Source: an optimization exercise on an open RTL-to-GDS flow (aim: small area). Production flows keep margins and buffers that such runs may drop. Function was checked by simulation only, so behaviour that the tests miss may differ from the original. Power and IR drop assume default switching activity.

## wip/amber
// lsq_unit
module lsq_unit (
    input  logic        clk,
    input  logic        reset,
    input  logic        flush,
    input  logic        disp_valid,
    input  logic        disp_is_load,
    input  logic        disp_is_store,
    input  logic [2:0]  disp_funct3,
    input  logic [4:0]  disp_rob_tag,
    input  logic [31:0] disp_imm,
    input  logic        disp_rs1_ready,
    input  logic [4:0]  disp_rs1_tag,
    input  logic [31:0] disp_rs1_value,
    input  logic        disp_rs2_ready,
    input  logic [4:0]  disp_rs2_tag,
    input  logic [31:0] disp_rs2_value,
    input  logic        cdb0_valid,
    input  logic [4:0]  cdb0_tag,
    input  logic [31:0] cdb0_value,
    input  logic        cdb1_valid,
    input  logic [4:0]  cdb1_tag,
    input  logic [31:0] cdb1_value,
    input  logic [31:0] mem_rdata,
    input  logic        mem_ready,
    output logic        full,
    output logic        mem_read,
    output logic [31:0] mem_addr,
    output logic        result_valid,
    output logic [4:0]  res_rob_tag,
    output logic        res_is_store,
    output logic [31:0] res_addr,
    output logic [3:0]  res_mask,
    output logic [31:0] res_wdata,
    output logic [31:0] res_load_data
);
Settings: LEC_CHECK=0, CAP_MARGIN=10, CORE_MARGIN=2, CORE_UTILIZATION=40, SETUP_SLACK_MARGIN=0.05, SLEW_MARGIN=10; clock period 7.0 ns.
standard.sh (not shown) runs the stock make flow with config.mk's settings and CLKGATE_MAP_FILE= SYNTH_SCRIPT=/design/flow/synth_recipe.tcl, a recipe that flattens the netlist after the stock synthesis.
==> flow/flow/run.sh <==
#!/bin/bash
# The standard layout (the standard.sh), with three changes to how the layout is made:
#  - synthesis is the standard flow's synthesis script with only ABC's mapping script swapped for
#    flow/abc_area.script (area recovery); registers, their names and cell types are unchanged
#  - each port still gets its own buffer, but a buf_1 instead of the resizer's default pick
#  - clock tree synthesis without dummy loads and with larger sink clusters
# ORFS writes each step's full log under orfs/logs/; make's own output goes to standard_flow.log.
set -euo pipefail
W=$PWD
sed 's|^source \$::env(SCRIPTS_DIR)/synth_preamble.tcl$|&\nset abc_args [lreplace $abc_args 1 1 '"$W"'/flow/abc_area.script]|' \
  "$FLOW_HOME/scripts/synth.tcl" > "$W/synth_area.tcl"
grep -q 'flow/abc_area.script' "$W/synth_area.tcl"
sed 's|source \$::env(SCRIPTS_DIR)/synth.tcl|source '"$W"'/synth_area.tcl|' \
  "$W/synth_recipe.tcl" > "$W/synth_recipe_area.tcl"
grep -q 'synth_area.tcl' "$W/synth_recipe_area.tcl"
bash standard.sh \
  "SYNTH_SCRIPT=$W/synth_recipe_area.tcl" \
  'BUFFER_PORTS_ARGS=-buffer_cell sky130_fd_sc_hd__buf_1' \
  'CTS_ARGS=-sink_clustering_enable -repair_clock_nets -dont_use_dummy_load -sink_clustering_size 25 -sink_clustering_max_diameter 80' \
  finish > standard_flow.log 2>&1
==> flow/flow/abc_area.script <==
&get -n
&st
&dch
&nf -R 1000 -p
&put
buffer -c
topo
stime -c
upsize -c
dnsize -c
wip/amber | status: complete | timing, DRC, antenna: pass
Setup changes, wip/amber to wip/indigo
==> flow/flow/abc_area.script <==
&get -n
&st
&dch
&nf -R 1000
&put
buffer -c
topo
stime -c
upsize -c
dnsize -c
[summary]
Every stage of the flow completed for wip/indigo, and the final layout passed the timing, DRC and antenna checks.
The die span in x was comparable across wip/amber and wip/indigo.
Of wip/amber and wip/indigo, the run reporting the lower setup slack of the critical path after layout was wip/amber.
Changes observed in wip/indigo relative to wip/amber: initial cell density of the core neither gained nor lost much, sequential group power neither gained nor lost much, part of the cycle the worst path needs lost 0.36 points.
#### Input delta (wip/xenon over wip/indigo)
- swapping 10 for 20 in SLEW_MARGIN
- swapping 10 for 20 in CAP_MARGIN
- swapping 0.05 for 0.1 in SETUP_SLACK_MARGIN
==> comparison <==
wip/xenon did not stop at any stage, and its layout met the timing, DRC and antenna checks. Re routability congestion estimate from global placement: no difference whatsoever between wip/indigo and wip/xenon. For design area, wip/xenon and wip/indigo come out practically identical. Compare wip/xenon and wip/indigo | minimum period implied by the final worst setup slack lower: wip/xenon. The number of global-route vias before repair was comparable across wip/xenon and wip/indigo.

========
Setup of job 8451:
lsq_unit, a different RTL version from the one above (not shown whole).
Size in the first run: roughly 4900 cells after synthesis, about 640 flip-flops, about 370 I/O pins, ~47000 um2 of cells after synthesis.
clock: 7.0 ns
lec_check: 0
cap_margin: 20
core_margin: 2
core_utilization: 40
slew_margin: 20
==> flow/flow/run.sh <==
#!/bin/bash
# The standard layout (the standard.sh: standard synthesis, floorplan, place, CTS, route),
# with two changes to how the layout is made:
#  - each port still gets its own buffer, but a buf_1 instead of the resizer's default pick
#  - clock tree synthesis without dummy loads
# ORFS writes each step's full log under orfs/logs/; make's own output goes to standard_flow.log.
set -euo pipefail
bash standard.sh \
  'BUFFER_PORTS_ARGS=-buffer_cell sky130_fd_sc_hd__buf_1' \
  'CTS_ARGS=-sink_clustering_enable -repair_clock_nets -dont_use_dummy_load' \
  finish > standard_flow.log 2>&1
Input changes introduced in job 9389 (baseline for comparison: job 8451):
# job 8451
export LEC_CHECK = 0
export CAP_MARGIN = 20
export CORE_MARGIN = 2
export CORE_UTILIZATION = 40
export SLEW_MARGIN = 20
create_clock -name core_clock -period 7.0 [get_ports {clk}]
# job 9389
export LEC_CHECK = 0
export CAP_MARGIN = 20
export CORE_MARGIN = 2
export CORE_UTILIZATION = 40
export SETUP_SLACK_MARGIN = 0.1
export SLEW_MARGIN = 20
create_clock -name core_clock -period 7.0 [get_ports {clk}]
==> flow/flow/run.sh <==
#!/bin/bash
# The standard layout (the standard.sh), with three changes to how the layout is made:
#  - synthesis is the standard flow's synthesis script with only ABC's mapping script swapped for
#    flow/abc_area.script (area recovery); registers, their names and cell types are unchanged
#  - each port still gets its own buffer, but a buf_1 instead of the resizer's default pick
#  - clock tree synthesis without dummy loads and with larger sink clusters
# ORFS writes each step's full log under orfs/logs/; make's own output goes to standard_flow.log.
set -euo pipefail
W=$PWD
sed 's|^source \$::env(SCRIPTS_DIR)/synth_preamble.tcl$|&\nset abc_args [lreplace $abc_args 1 1 '"$W"'/flow/abc_area.script]|' \
  "$FLOW_HOME/scripts/synth.tcl" > "$W/synth_area.tcl"
grep -q 'flow/abc_area.script' "$W/synth_area.tcl"
sed 's|source \$::env(SCRIPTS_DIR)/synth.tcl|source '"$W"'/synth_area.tcl|' \
  "$W/synth_recipe.tcl" > "$W/synth_recipe_area.tcl"
grep -q 'synth_area.tcl' "$W/synth_recipe_area.tcl"
bash standard.sh \
  "SYNTH_SCRIPT=$W/synth_recipe_area.tcl" \
  'BUFFER_PORTS_ARGS=-buffer_cell sky130_fd_sc_hd__buf_1' \
  'CTS_ARGS=-sink_clustering_enable -repair_clock_nets -dont_use_dummy_load -sink_clustering_size 25 -sink_clustering_max_diameter 80' \
  finish > standard_flow.log 2>&1
==> flow/flow/abc_area.script (new file) <==
&get -n
&st
&dch
&nf -R 1000
&put
buffer -c
topo
stime -c
upsize -c
dnsize -c
- Going from job 8451 to job 9389, the die area was shrunk.
- Job 9389 packs its core looser than job 8451.
- Relative to job 8451, job 9389 degrades wire length of the first global-routing pass.
- Taking job 8451 as the reference, in job 9389 clock-buffer cell count went down 50%; total wire length after detailed routing went up 5600 um; achievable frequency went up about 1%; total sequential power held; relative area change from synthesis to final layout went down 1.4 points.
- Compared with job 8451, combinational group power in job 9389 decreased by more than 10%.
- Job 8451 has a higher number of global-route vias before repair than job 9389.
- Job 9389 ended with more adder and majority cell fraction of the synthesized area than job 8451.
- Job 9389 completed end to end with timing, DRC and antenna clean.

==> static timing again, ports no longer ideal <==
The results above use ideal ports. As a check the final layouts listed here were re-extracted and re-timed, cells and wires unchanged.
Step 1 assumes that a clkbuf_16 drives the clock port and a buf_2 every other input.
Step 2 moves the port delays by t, midway between the first and last clock arrival at a register: inputs arrive t later, outputs are due t later. That takes back most of the time a late clock gives input paths.
Slacks: no drivers / after step 1 / after step 2; pairs: no drivers / after step 1.
run	shift t [ns]	setup slack, ns	worst setup path after step 2	worst data-port slew with drivers (ns)	cell pins on the clock port's net
wip/amber	0.682	0.245 / 0.171 / 0.240	input to register	0.16	1
wip/indigo	0.686	0.270 / 0.195 / 0.364	input to register	0.18	1
wip/xenon	0.684	0.362 / 0.288 / 0.435	input to register	0.18	1
job 8451	0.695	0.303 / 0.232 / 0.099	input to register	0.27	1
job 9389	0.672	0.371 / 0.304 / 0.304	input to register	0.15	1
After both steps setup and hold are still met in every run listed. For job 8451, which loses most, drivers alone change the setup slack by -0.071 ns; drivers and shift together by -0.204 ns.
